Source: an optimization exercise on an open RTL-to-GDS flow (aim: small area, a short achievable clock period and few clock cycles per item). Production flows keep margins and buffers that such runs may drop.
At most, simulation tests tie the RTL to the original design; equivalence was not proved.
Power and IR drop assume default switching activity.

## run P
## alu_exec
module alu_exec (
	input  logic                  clk,
	input  logic                  arst_n,
	input  logic                  in_valid,
	input  logic [5:0]            in_op,
	input  logic [32-1:0] in_a,
	input  logic [32-1:0] in_b,
	output logic                  out_valid,
	output logic [32-1:0] out_result,
	output logic                  flag_n,
	output logic                  flag_z,
	output logic                  flag_v
);
	localparam int W = 32;
	logic [3:0] f;
	logic       legal;
	logic       arith;
	logic       sub;
	logic       shift;
	logic       sll;
	logic       lxor;
	logic       land;
	assign f     = in_op[3:0];
	assign legal = in_valid & (in_op[5:4] == 2'b10) & (~f[3] | (f[2:0] == 3'b000));
	assign arith = ~f[3] & ~f[2] & ~(f[1] & f[0]);    
	assign sub   = f[1] & ~f[2] & ~f[0];              
	assign shift = f[2] & f[1];                       
	assign sll   = f[0];                              
	assign lxor  = f[3];                              
	assign land  = f[2] & ~f[1];                      
	logic [W-1:0] bb;
	logic [W-1:0] p;
	logic [W-1:0] g;
	logic [W-1:0] log_res;
	logic [W-1:0] a_rev;
	logic         gen;
	logic [W-1:0] x_d;
	logic [W-1:0] y_d;
	assign bb = sub ? ~in_b : in_b;
	assign p  = in_a ^ bb;
	assign g  = in_a & bb;
	assign log_res = lxor ? p : land ? g : ~g;
	always_comb begin
		for (int i = 0; i < W; i++)
			a_rev[i] = in_a[W-1-i];
	end
	assign gen = legal & arith;
	always_comb begin
		x_d = arith ? p : shift ? (sll ? a_rev : in_a) : log_res;
		y_d = gen ? g : '0;
		x_d[0] = arith ? (p[0] ^ sub) : x_d[0];
		y_d[0] = gen & (g[0] | (p[0] & sub));
	end
	logic         s2_valid;
	logic         s2_arith;
	logic         s2_shift;
	logic         s2_sll;
	logic         s2_we;
	logic [W-1:0] s2_x;    
	logic [W-1:0] s2_y;    
	logic [4:0]   s2_s;    
	always_ff @(posedge clk or negedge arst_n) begin
		if (!arst_n)
			s2_valid <= 1'b0;
		else
			s2_valid <= legal;
	end
  ...
==> flow/config.mk <==
export PLATFORM = sky130hd
export DESIGN_NAME = alu_exec
export DESIGN_NICKNAME = alu_exec
export VERILOG_FILES = /design/flow/design.v
export SDC_FILE = /design/flow/constraint.sdc
export NUM_CORES = 4
export LEC_CHECK = 0
export CAP_MARGIN = 20
export CORE_MARGIN = 2
export CORE_UTILIZATION = 40
export SETUP_SLACK_MARGIN = 3.3
export SLEW_MARGIN = 20
==> flow/constraint.sdc <==
create_clock -name core_clock -period 5.5 [get_ports {clk}]
set_input_delay 1.1000 -clock core_clock [delete_from_list [all_inputs] [get_ports {clk}]]
set_output_delay 1.1000 -clock core_clock [all_outputs]
set_load 0.01 [all_outputs]
standard.sh (not shown) runs the stock make flow with config.mk's settings and CLKGATE_MAP_FILE= SYNTH_SCRIPT=/design/flow/synth_recipe.tcl, a recipe that flattens the netlist after the stock synthesis.
==> flow/flow/run.sh <==
#!/bin/bash
# Standard layout, with the port buffers made plain buffers rather than
# the delay cells buffer_ports picks by default.
export BUFFER_PORTS_ARGS="-buffer_cell sky130_fd_sc_hd__buf_2"
bash standard.sh > standard.log 2>&1
Relative to run P, the following input files were edited for run F:
diff --git a/flow/config.mk b/flow/config.mk
--- a/flow/config.mk
+++ b/flow/config.mk
@@ -10,3 +10,3 @@
 export CORE_UTILIZATION = 40
-export SETUP_SLACK_MARGIN = 3.3
+export SETUP_SLACK_MARGIN = 3.0
 export SLEW_MARGIN = 20
==> run summary <==
Relative to run P, the area taken by flip-flops and latches of run F is lower by about 0.9%.
Run P has a higher first-pass GRT wire length than run F.
Between run F and run P, the difference in inverter count of the layout excluding clock inverters is negligible.
Final standard cell area without fillers came out lower on run F than on run P.
In run F the detailed-route wire length per cell turned out 0.73 um lower than in run P.
Run F vs run P, fraction of met2 tracks used by global routing went down by 3.2 points.
Compared with run P, run F shows a lower cell count.
Looking at the reports, run F completed the entire flow and the layout it produced met the timing, design-rule and antenna checks.
No run of this note included a check of the RTL's function; only the layout flow was run.


Setup of job 1465:
alu_exec, a different RTL version from the one above (not shown whole).
For scale: about 950 cells after synthesis, roughly 110 flip-flops, ~110 I/O pins.
clock: 5.5 ns
lec_check: 0
cap_margin: 20
core_margin: 2
core_utilization: 40
setup_slack_margin: 3.2
slew_margin: 20
Scripts as last shown in full above: flow/flow/run.sh
Testbench counts of job 1465, summed over its fixed seeds: cycles 16,008, ops 15,552.
## Diff of input files: job 8946 against job 1465
diff --git a/flow/config.mk b/flow/config.mk
--- a/flow/config.mk
+++ b/flow/config.mk
@@ -10 +10,3 @@
-export CORE_UTILIZATION = 40
+export CORE_UTILIZATION = 60
+export CTS_BUF_LIST = sky130_fd_sc_hd__clkbuf_4 sky130_fd_sc_hd__clkbuf_8
+export PLACE_DENSITY = 0.7
## What came out
Final critical-path required period: job 1465 and job 8946 compared, lower one is job 1465. Job 8946 vs job 1465, placed standard-cell area went down by 1.4%. Diff job 1465 and job 8946: wire length of the first global-routing pass lower in job 8946. Job 8946 vs job 1465 — clock-buffer cell count dropped 1. Comparing job 1465 and job 8946, total power is higher on job 1465. Job 8946 against job 1465: placed instance count went down 94; cell area lower; synthesized-area fraction occupied by ao, oa, aoi and oai cells about even.


## alpha
Another version of the RTL of alu_exec (not shown whole).
Size: about 960 cells after synthesis, roughly 110 flip-flops, about 0.0078 mm² of cells after synthesis.
## alu_exec
module alu_exec (
	input  logic                  clk,
	input  logic                  arst_n,
	input  logic                  in_valid,
	input  logic [5:0]            in_op,
	input  logic [32-1:0] in_a,
	input  logic [32-1:0] in_b,
	output logic                  out_valid,
	output logic [32-1:0] out_result,
	output logic                  flag_n,
	output logic                  flag_z,
	output logic                  flag_v
);
clock: 5.5 ns
lec_check: 0
cap_margin: 20
core_margin: 2
core_utilization: 40
cts_buf_list: sky130_fd_sc_hd__clkbuf_8
setup_slack_margin: 3.5
slew_margin: 20
Scripts as last shown in full above: flow/flow/run.sh
[inputs] beta vs alpha
Settings: swapping 3.5 for 3.4 in SETUP_SLACK_MARGIN.
### Flow results
Post-route worst setup slack, alpha and beta, lower one = beta. Utilization alpha -> beta: down. Delta(total power draw, beta - alpha) < 0. Against alpha as the reference, beta delivers a lower met2 wire length.
No functional check of the RTL was part of any run of this note.

## static timing again, ports no longer ideal
The results above use ideal ports. As a check the final layouts listed here were re-extracted and re-timed, cells and wires unchanged.
Step 1, drivers: a clkbuf_16 drives clk and a buf_2 each remaining input, both assumed.
Step 2 times the ports against the registers' clock, not the clock port: input delays grow and output delays shrink by t, the midpoint of the rising clock arrivals with the driver on.
Three values: no drivers, after step 1, after step 2; two values: the first two.
run | shift t [ns] | slack for setup (ns) | worst hold slack (ns) | worst slew at a driven data input, ns
run P | 0.409 | 3.002 / 3.002 / 2.666 | 0.357 / 0.357 / 0.357 | 0.14
run F | 0.397 | 2.961 / 2.961 / 2.611 | 0.355 / 0.355 / 0.355 | 0.15
job 1465 | 0.403 | 3.180 / 3.180 / 2.938 | 0.359 / 0.359 / 0.359 | 0.04
job 8946 | 0.430 | 3.090 / 3.090 / 2.882 | 0.368 / 0.368 / 0.368 | 0.04
alpha | 0.498 | 3.387 / 3.382 / 2.902 | 0.358 / 0.358 / 0.358 | 0.13
beta | 0.490 | 3.358 / 3.358 / 2.905 | 0.341 / 0.341 / 0.341 | 0.07
After both steps setup and hold are still met in every run listed. For alpha, which loses most, drivers alone change the setup slack by -0.005 ns; drivers and shift together by -0.485 ns.
